What follows belongs to an exercise in optimizing a design on an open flow for a short achievable clock period and few clock cycles; a production flow would make more cautious choices.
In this exercise RTL edits were held to simulation tests only and were not proved equivalent to the original.
The clock input has no modelled driver; a real chip could not lean on it and would need a root buffer or a full tree.
Power is estimated from default activity; no workload was simulated.

Design cpu_core, start of the top module:
module cpu_core #(
  parameter int NUM_REGS = cpu_pkg::NUM_REGS
) (
  input  logic               clk_i,
  input  logic               reset_2_r,
  input  cpu_pkg::instr_t    instr_i,
  output cpu_pkg::word_t     pc_o,
  output logic               wb_valid_o,
  output cpu_pkg::reg_addr_t wb_rd_o,
  output cpu_pkg::word_t     wb_data_o
);
Settings: LEC_CHECK=0, ABC_CLOCK_PERIOD_IN_PS=1500, CAP_MARGIN=20, CORE_MARGIN=2, CORE_UTILIZATION=50, SETUP_SLACK_MARGIN=4.0, SLEW_MARGIN=20; clock period 6.0 ns.
run.sh (not shown) runs the stock make flow with config.mk's settings and CLKGATE_MAP_FILE= SYNTH_SCRIPT=/design/flow/synth_recipe.tcl, a recipe that flattens the netlist after the stock synthesis.
The starting point ran to the end with no violations.
Testbench counts at the start, summed over its fixed seeds: cycles 10,385.
==> next run, changes <==
--- a/flow/design.v
+++ b/flow/design.v
@@ -156,62 +156,49 @@
       if (d_wr) begin
         lw_v  <= 1'b1;
         gap_q <= 1'b0;
       end else if (ir_v) begin
         gap_q <= 1'b1;
       end
       al_q <= d_wr && lw_v && gap_q;
-      if (wr_q) begin
+      if (al_q) begin
         fv_q   <= fv_q | fptr_q;
         fptr_q <= {fptr_q[NF-2:0], fptr_q[NF-1]};
       end
     end
   end
-  assign f_repl = wr_q ? fptr_q : '0;
+  assign f_repl = al_q ? fptr_q : '0;
   logic [NF-1:0] al_row;      
   logic [15:0]   al_rowt;     
   logic [NF-1:0] al_col;      
-  logic          wr_q;        
-  logic [15:0]   wr_key, wr_km1, wr_tgt, wr_rowt;
-  logic [NF-1:0] wr_row, wr_col;
   always_comb begin
     al_rowt = '0;
     for (int j = 0; j < NF; j++) begin
       al_row[j] = fptr_q[j] ? (al_key == al_tgt) : (fv_q[j] && (fkey_q[j] == al_tgt));
       al_col[j] = ftgt_q[j] == al_key;
-      al_rowt   = al_rowt | ((!fptr_q[j] && fv_q[j] && (fkey_q[j] == al_tgt)) ? ftgt_q[j] : '0);
+      if (!fptr_q[j] && fv_q[j] && (fkey_q[j] == al_tgt)) al_rowt = ftgt_q[j];
     end
     if (al_key == al_tgt) al_rowt = al_tgt;
   end
-  always_ff @(posedge clk_i or posedge reset_2_r) begin
-    if (reset_2_r) wr_q <= 1'b0;
-    else           wr_q <= al_q;
-  end
   always_ff @(posedge clk_i) begin
     if (d_wr) lw_pc <= ir_pc;
-    al_key  <= lw_pc;
-    al_tgt  <= ir_pc;
-    wr_key  <= al_key;
-    wr_km1  <= al_key - 16'd1;
-    wr_tgt  <= al_tgt;
-    wr_rowt <= al_rowt;
-    wr_row  <= al_row;
-    wr_col  <= al_col;
+    al_key <= lw_pc;
+    al_tgt <= ir_pc;
     for (int i = 0; i < NF; i++) begin
-      if (wr_q && fptr_q[i]) begin
-        fkey_q[i] <= wr_key;
-        fkm1_q[i] <= wr_km1;
-        ftgt_q[i] <= wr_tgt;
-        fch_q[i]  <= wr_row;
-        fct_q[i]  <= wr_rowt;
-      end else if (wr_q) begin
+      if (al_q && fptr_q[i]) begin
+        fkey_q[i] <= al_key;
+        fkm1_q[i] <= al_key - 16'd1;
+        ftgt_q[i] <= al_tgt;
+        fch_q[i]  <= al_row;
+        fct_q[i]  <= al_rowt;
+      end else if (al_q) begin
         for (int j = 0; j < NF; j++) begin
-          if (fptr_q[j]) fch_q[i][j] <= wr_col[i];
+          if (fptr_q[j]) fch_q[i][j] <= al_col[i];
         end
-        if (wr_col[i]) fct_q[i] <= wr_tgt;
+        if (al_col[i]) fct_q[i] <= al_tgt;
       end
     end
   end
   localparam int SW = 4;           
   localparam int NS = 16 / SW;     
   logic [SW-1:0]       rf_q [NS][NUM_REGS];
   logic [NUM_REGS-1:0] rv_q [NS];
Result: The new run passed the timing, DRC and antenna checks. Final area rises by 6.3%. Critical path depth rose by 13. Clock power is lower by 7.7%. Count of clock-buffer cells in the layout is lower by 11. Total power grows by 0.88%. Sequential share of layout area went down by 5.5 points. Synthesized area went down by 1.5%. Routed wire length rises by 11%. Global-route usage increases by 3.1 points. Worst setup slack is worse by 0.49 ns. Sequential cell count falls by 81. Fmax is lower by 16%.
Testbench counts after the change, summed over its fixed seeds: cycles 10,376.

---

Setup of run A:
Starting RTL as in the previous note.
export LEC_CHECK = 0
export ABC_CLOCK_PERIOD_IN_PS = 1500
export CAP_MARGIN = 20
export CORE_MARGIN = 2
export CORE_UTILIZATION = 50
export SETUP_SLACK_MARGIN = 4.0
export SLEW_MARGIN = 20
create_clock -name core_clock -period 6.0 [get_ports {clk_i}]
standard.sh (not shown) runs the stock make flow with config.mk's settings and CLKGATE_MAP_FILE= SYNTH_SCRIPT=/design/flow/synth_recipe.tcl, a recipe that flattens the netlist after the stock synthesis.
==> flow/flow/run.sh <==
#!/bin/bash
# Standard synthesis, then the standard layout with a two-level clock tree
# put in place after CTS (flow/post_cts.tcl). Each step logs to its own file.
set -euo pipefail
HERE=$(pwd)
bash standard.sh synth > synth.log 2>&1
bash standard.sh POST_CTS_TCL=$HERE/flow/post_cts.tcl finish > layout.log 2>&1
Other scripts of this flow, unchanged in this note and not shown: flow/flow/manual_cts.tcl, flow/flow/post_cts.tcl
Testbench counts of run A, summed over its fixed seeds: cycles 10,385.
Relative to run A, the following input files were edited for run B:
--- a/flow/design.v
+++ b/flow/design.v
@@ -155,64 +155,51 @@
     end else begin
       if (d_wr) begin
         lw_v  <= 1'b1;
         gap_q <= 1'b0;
       end else if (ir_v) begin
         gap_q <= 1'b1;
       end
       al_q <= d_wr && lw_v && gap_q;
-      if (wr_q) begin
+      if (al_q) begin
         fv_q   <= fv_q | fptr_q;
         fptr_q <= {fptr_q[NF-2:0], fptr_q[NF-1]};
       end
     end
   end
-  assign f_repl = wr_q ? fptr_q : '0;
+  assign f_repl = al_q ? fptr_q : '0;
   logic [NF-1:0] al_row;      
   logic [15:0]   al_rowt;     
   logic [NF-1:0] al_col;      
-  logic          wr_q;        
-  logic [15:0]   wr_key, wr_km1, wr_tgt, wr_rowt;
-  logic [NF-1:0] wr_row, wr_col;
   always_comb begin
     al_rowt = '0;
     for (int j = 0; j < NF; j++) begin
       al_row[j] = fptr_q[j] ? (al_key == al_tgt) : (fv_q[j] && (fkey_q[j] == al_tgt));
       al_col[j] = ftgt_q[j] == al_key;
-      al_rowt   = al_rowt | ((!fptr_q[j] && fv_q[j] && (fkey_q[j] == al_tgt)) ? ftgt_q[j] : '0);
+      if (!fptr_q[j] && fv_q[j] && (fkey_q[j] == al_tgt)) al_rowt = ftgt_q[j];
     end
     if (al_key == al_tgt) al_rowt = al_tgt;
   end
-  always_ff @(posedge clk_i or posedge reset_2_r) begin
-    if (reset_2_r) wr_q <= 1'b0;
-    else           wr_q <= al_q;
-  end
   always_ff @(posedge clk_i) begin
     if (d_wr) lw_pc <= ir_pc;
-    al_key  <= lw_pc;
-    al_tgt  <= ir_pc;
-    wr_key  <= al_key;
-    wr_km1  <= al_key - 16'd1;
-    wr_tgt  <= al_tgt;
-    wr_rowt <= al_rowt;
-    wr_row  <= al_row;
-    wr_col  <= al_col;
+    al_key <= lw_pc;
+    al_tgt <= ir_pc;
     for (int i = 0; i < NF; i++) begin
-      if (wr_q && fptr_q[i]) begin
-        fkey_q[i] <= wr_key;
-        fkm1_q[i] <= wr_km1;
-        ftgt_q[i] <= wr_tgt;
-        fch_q[i]  <= wr_row;
-        fct_q[i]  <= wr_rowt;
-      end else if (wr_q) begin
+      if (al_q && fptr_q[i]) begin
+        fkey_q[i] <= al_key;
+        fkm1_q[i] <= al_key - 16'd1;
+        ftgt_q[i] <= al_tgt;
+        fch_q[i]  <= al_row;
+        fct_q[i]  <= al_rowt;
+      end else if (al_q) begin
         for (int j = 0; j < NF; j++) begin
-          if (fptr_q[j]) fch_q[i][j] <= wr_col[i];
+          if (fptr_q[j]) fch_q[i][j] <= al_col[i];
         end
-        if (wr_col[i]) fct_q[i] <= wr_tgt;
+        if (al_col[i]) fct_q[i] <= al_tgt;
       end
     end
   end
   localparam int SW = 4;           
   localparam int NS = 16 / SW;     
   logic [SW-1:0]       rf_q [NS][NUM_REGS];
   logic [NUM_REGS-1:0] rv_q [NS];
   logic [NS-1:0] x_wr, x_movi, x_addi, x_sub, x_and, x_or, x_xor, x_fa, x_fb, x_c;
[summary]
Compared with run A, run B shows finished layout cell area higher by 7.7%.
Run A has higher data required time at the worst endpoint than run B.
Final layout net count delta for run B relative to run A: 279 higher
Taking run B over run A, the pin count of the biggest net entering global routing ratio works out to 0.65.
On synthesized cell count, run A and run B are basically level.
The fraction of the mapped netlist area in simple logic gates on run B is in line with that on run A.
Of the two values seen for library cell contributing the largest single delay on the critical path, sky130_fd_sc_hd__dfrtp_2 was produced by run A and sky130_fd_sc_hd__xnor2_1 by run B.
Cell count: run B higher than run A
[compare] base=run A new=run B: worst setup slack moved down; multi-input gate count now larger; share of power burned in combinational logic went up by 8.4 points; global-route wire length before repair rose by 8.2%.
In summary, run B completed successfully, with a layout that passed the timing, DRC and antenna checks.
Testbench counts of run B, summed over its fixed seeds: cycles 10,376.
No run of this note takes its clock network from TritonCTS; it comes from the design's own scripts or RTL.

---

Setup of JK:
cpu_core, a different RTL version from the one above (not shown whole).
Size in the first run: roughly 4900 cells after synthesis, about 1500 flip-flops.
## cpu_core
module cpu_core #(
  parameter int NUM_REGS = cpu_pkg::NUM_REGS
) (
  input  logic               clk_i,
  input  logic               reset_2_r,
  input  cpu_pkg::instr_t    instr_i,
  output cpu_pkg::word_t     pc_o,
  output logic               wb_valid_o,
  output cpu_pkg::reg_addr_t wb_rd_o,
  output cpu_pkg::word_t     wb_data_o
);
Settings: LEC_CHECK=0, ABC_CLOCK_PERIOD_IN_PS=1500, CAP_MARGIN=20, CORE_MARGIN=2, CORE_UTILIZATION=50, SETUP_SLACK_MARGIN=4.0, SLEW_MARGIN=20; clock period 6.0 ns.
Scripts as last shown in full above: flow/flow/run.sh
Other scripts of this flow, unchanged in this note and not shown: flow/flow/manual_cts.tcl, flow/flow/post_cts.tcl
Testbench counts of JK, summed over its fixed seeds: cycles 10,385.
[inputs] MS vs JK
--- a/flow/design.v
+++ b/flow/design.v
@@ -32,20 +32,20 @@
   output logic               wb_valid_o,
   output cpu_pkg::reg_addr_t wb_rd_o,
   output cpu_pkg::word_t     wb_data_o
 );
   localparam int NF = 8;    
   logic [15:0]   pc_q;      
   logic [15:0]   pco_q;     
   logic [15:0]   pcc_q;     
   logic [15:0]   f_next;
-  logic          d_redir;   
-  logic [15:0]   d_tgt;
+  logic          f_isb;     
+  logic [15:0]   f_tgt;     
   assign pc_o = pco_q;
   logic [NF-1:0] fv_q;
   logic [15:0]   fkey_q [NF];
   logic [15:0]   fkm1_q [NF];   
   logic [15:0]   ftgt_q [NF];
   logic [NF-1:0] fch_q [NF];    
   logic [15:0]   fct_q [NF];    
   logic [NF-1:0] fm_q;          
   logic          fh_q;          
@@ -59,71 +59,74 @@
     m_chain  = '0;
     ffi_next = '0;
     ffc_next = '0;
     for (int i = 0; i < NF; i++) begin
       m_inc[i] = fv_q[i] && (fkm1_q[i] == pcc_q);
       m_chain  = m_chain | (fm_q[i] ? fch_q[i] : '0);
       ffi_next = ffi_next | (m_inc[i] ? ftgt_q[i] : 16'h0000);
       ffc_next = ffc_next | (fm_q[i] ? fct_q[i] : 16'h0000);
     end
-    m_next = (d_redir ? '0 : fh_q ? (m_chain & fv_q) : m_inc) & ~f_repl;
+    m_next = (f_isb ? '0 : fh_q ? (m_chain & fv_q) : m_inc) & ~f_repl;
   end
-  logic [NF-1:0] f_rowhit;
-  logic          h_next;
+  logic [8:0] f_tlo;
+  logic [7:0] f_thi [16][2];
+  assign f_isb = (instr_i[15:12] == 4'd8);
+  assign f_tlo = {1'b0, pc_q[7:0]} + {1'b0, instr_i[7:0]};
   always_comb begin
-    for (int i = 0; i < NF; i++) f_rowhit[i] = |(fch_q[i] & fv_q & ~f_repl);
-    h_next = !d_redir && (fh_q ? |(fm_q & f_rowhit) : |(m_inc & ~f_repl));
+    for (int k = 0; k < 16; k++) begin
+      for (int c = 0; c < 2; c++) begin
+        f_thi[k][c] = pc_q[15:8] + {{4{k[3]}}, k[3:0]} + c[7:0];
+      end
+    end
   end
+  assign f_tgt = {f_thi[instr_i[11:8]][f_tlo[8]], f_tlo[7:0]};
   always_comb begin
-    if (d_redir)   f_next = d_tgt;
+    if (f_isb)     f_next = f_tgt;
     else if (fh_q) f_next = fc_q ? ffc_q : ffi_q;
     else           f_next = pc_q + 16'd1;
   end
   always_ff @(posedge clk_i or posedge reset_2_r) begin
     if (reset_2_r) begin
       pc_q <= cpu_pkg::RESET_PC;
       fm_q <= '0;
       fh_q <= 1'b0;
     end else begin
       pc_q <= f_next;
       fm_q <= m_next;
-      fh_q <= h_next;
+      fh_q <= |m_next;
     end
   end
   always_ff @(posedge clk_i) begin
     pco_q <= reset_2_r ? cpu_pkg::RESET_PC : f_next;
   end
   always_ff @(posedge clk_i) begin
     pcc_q <= f_next;
     fc_q  <= fh_q;
     ffi_q <= ffi_next;
     ffc_q <= ffc_next;
   end
   logic        ir_v;
   logic [15:0] ir_q;
   logic [15:0] ir_pc;
-  logic [8:0]  ir_tlo;    
-  logic        ir_wr, ir_isb, ir_movi, ir_addi, ir_sub, ir_and, ir_or, ir_xor;
+  logic        ir_wr, ir_movi, ir_addi, ir_sub, ir_and, ir_or, ir_xor;
   logic        ir_usea, ir_useb;
   logic [3:0]  ir_ra;
   logic [15:0] ir_ra_oh, ir_rb_oh;    
   logic [3:0]  f_op;
   assign f_op = instr_i[15:12];
   always_ff @(posedge clk_i or posedge reset_2_r) begin
     if (reset_2_r) ir_v <= 1'b0;
-    else           ir_v <= !d_redir;
+    else           ir_v <= 1'b1;
   end
   always_ff @(posedge clk_i) begin
     ir_q    <= instr_i;
     ir_pc   <= pc_q;
-    ir_tlo  <= {1'b0, pc_q[7:0]} + {1'b0, instr_i[7:0]};
     ir_wr   <= (f_op >= 4'd1) && (f_op <= 4'd7);
-    ir_isb  <= (f_op == 4'd8);
     ir_movi <= (f_op == 4'd6);
     ir_addi <= (f_op == 4'd7);
     ir_sub  <= (f_op == 4'd2);
     ir_and  <= (f_op == 4'd3);
     ir_or   <= (f_op == 4'd4);
     ir_xor  <= (f_op == 4'd5);
     ir_usea <= (f_op >= 4'd1) && (f_op <= 4'd5) || (f_op == 4'd7);
     ir_useb <= (f_op >= 4'd1) && (f_op <= 4'd5);
     ir_ra   <= (f_op == 4'd7) ? instr_i[11:8] : instr_i[7:4];
@@ -137,21 +140,18 @@
   assign d_wr    = ir_v && ir_wr;
   assign d_movi  = ir_movi;
   assign d_addi  = ir_addi;
   assign d_sub   = ir_sub;
   assign d_usea  = ir_usea;
   assign d_useb  = ir_useb;
   assign d_rd    = ir_q[11:8];
   assign d_rm    = ir_q[3:0];
   assign d_ra    = ir_ra;
-  assign d_redir = ir_v && ir_isb;
-  assign d_tgt   = {ir_pc[15:8] + {{4{ir_q[11]}}, ir_q[11:8]} + {7'd0, ir_tlo[8]},
-                    ir_tlo[7:0]};
   logic [15:0]   lw_pc;
   logic          lw_v, gap_q;
   logic [NF-1:0] fptr_q;    
   logic          al_q;
   logic [15:0]   al_key, al_tgt;
   always_ff @(posedge clk_i or posedge reset_2_r) begin
     if (reset_2_r) begin
       lw_v   <= 1'b0;
       gap_q  <= 1'b0;
The higher cell count of the worst reg-to-reg path of JK and MS is in MS. Total power up 2.2 mW in MS wrt JK. MS: average vias per placed instance 0.057 above JK. The proportion of synthesized chip area in sequential cells of MS is lower than that of JK. Taking JK as the reference, in MS initial antenna violation count went down; transition time at the pin with the least slew margin now sits higher. Delta(internal power, MS - JK) > 0.
Testbench counts of MS, summed over its fixed seeds: cycles 10,180.
In every run of this note, the design's own scripts or RTL, not TritonCTS, make the clock network.

-- what the ideal ports hide --
The results above use ideal ports. As a check the final layouts listed here were re-extracted and re-timed, cells and wires unchanged. Step 1: set_driving_cell puts a clkbuf_16 on clk_i and a buf_2 on each other input, an assumption about the parent block. Step 2 moves the port delays by t, midway between the first and last clock arrival at a register: inputs arrive t later, outputs are due t later. That takes back most of the time a late clock gives input paths. Three values: ideal ports, drivers, drivers and shift; two values: the first two.
run	t, ns	slack for setup (ns)	pins driven straight from the clock port
the first run of note 1	0.862	3.449 / 3.370 / 3.162	1
the second run of note 1	0.847	2.957 / 2.957 / 2.957	1
run A	0.676	3.671 / 3.568 / 3.250	4
run B	0.672	3.025 / 3.025 / 3.025	4
JK	0.684	3.702 / 3.682 / 3.260	4
MS	0.677	2.626 / 2.713 / 2.036	4
After both steps setup and hold are still met in every run listed. For MS, which loses most, drivers alone change the setup slack by +0.087 ns; drivers and shift together by -0.590 ns.
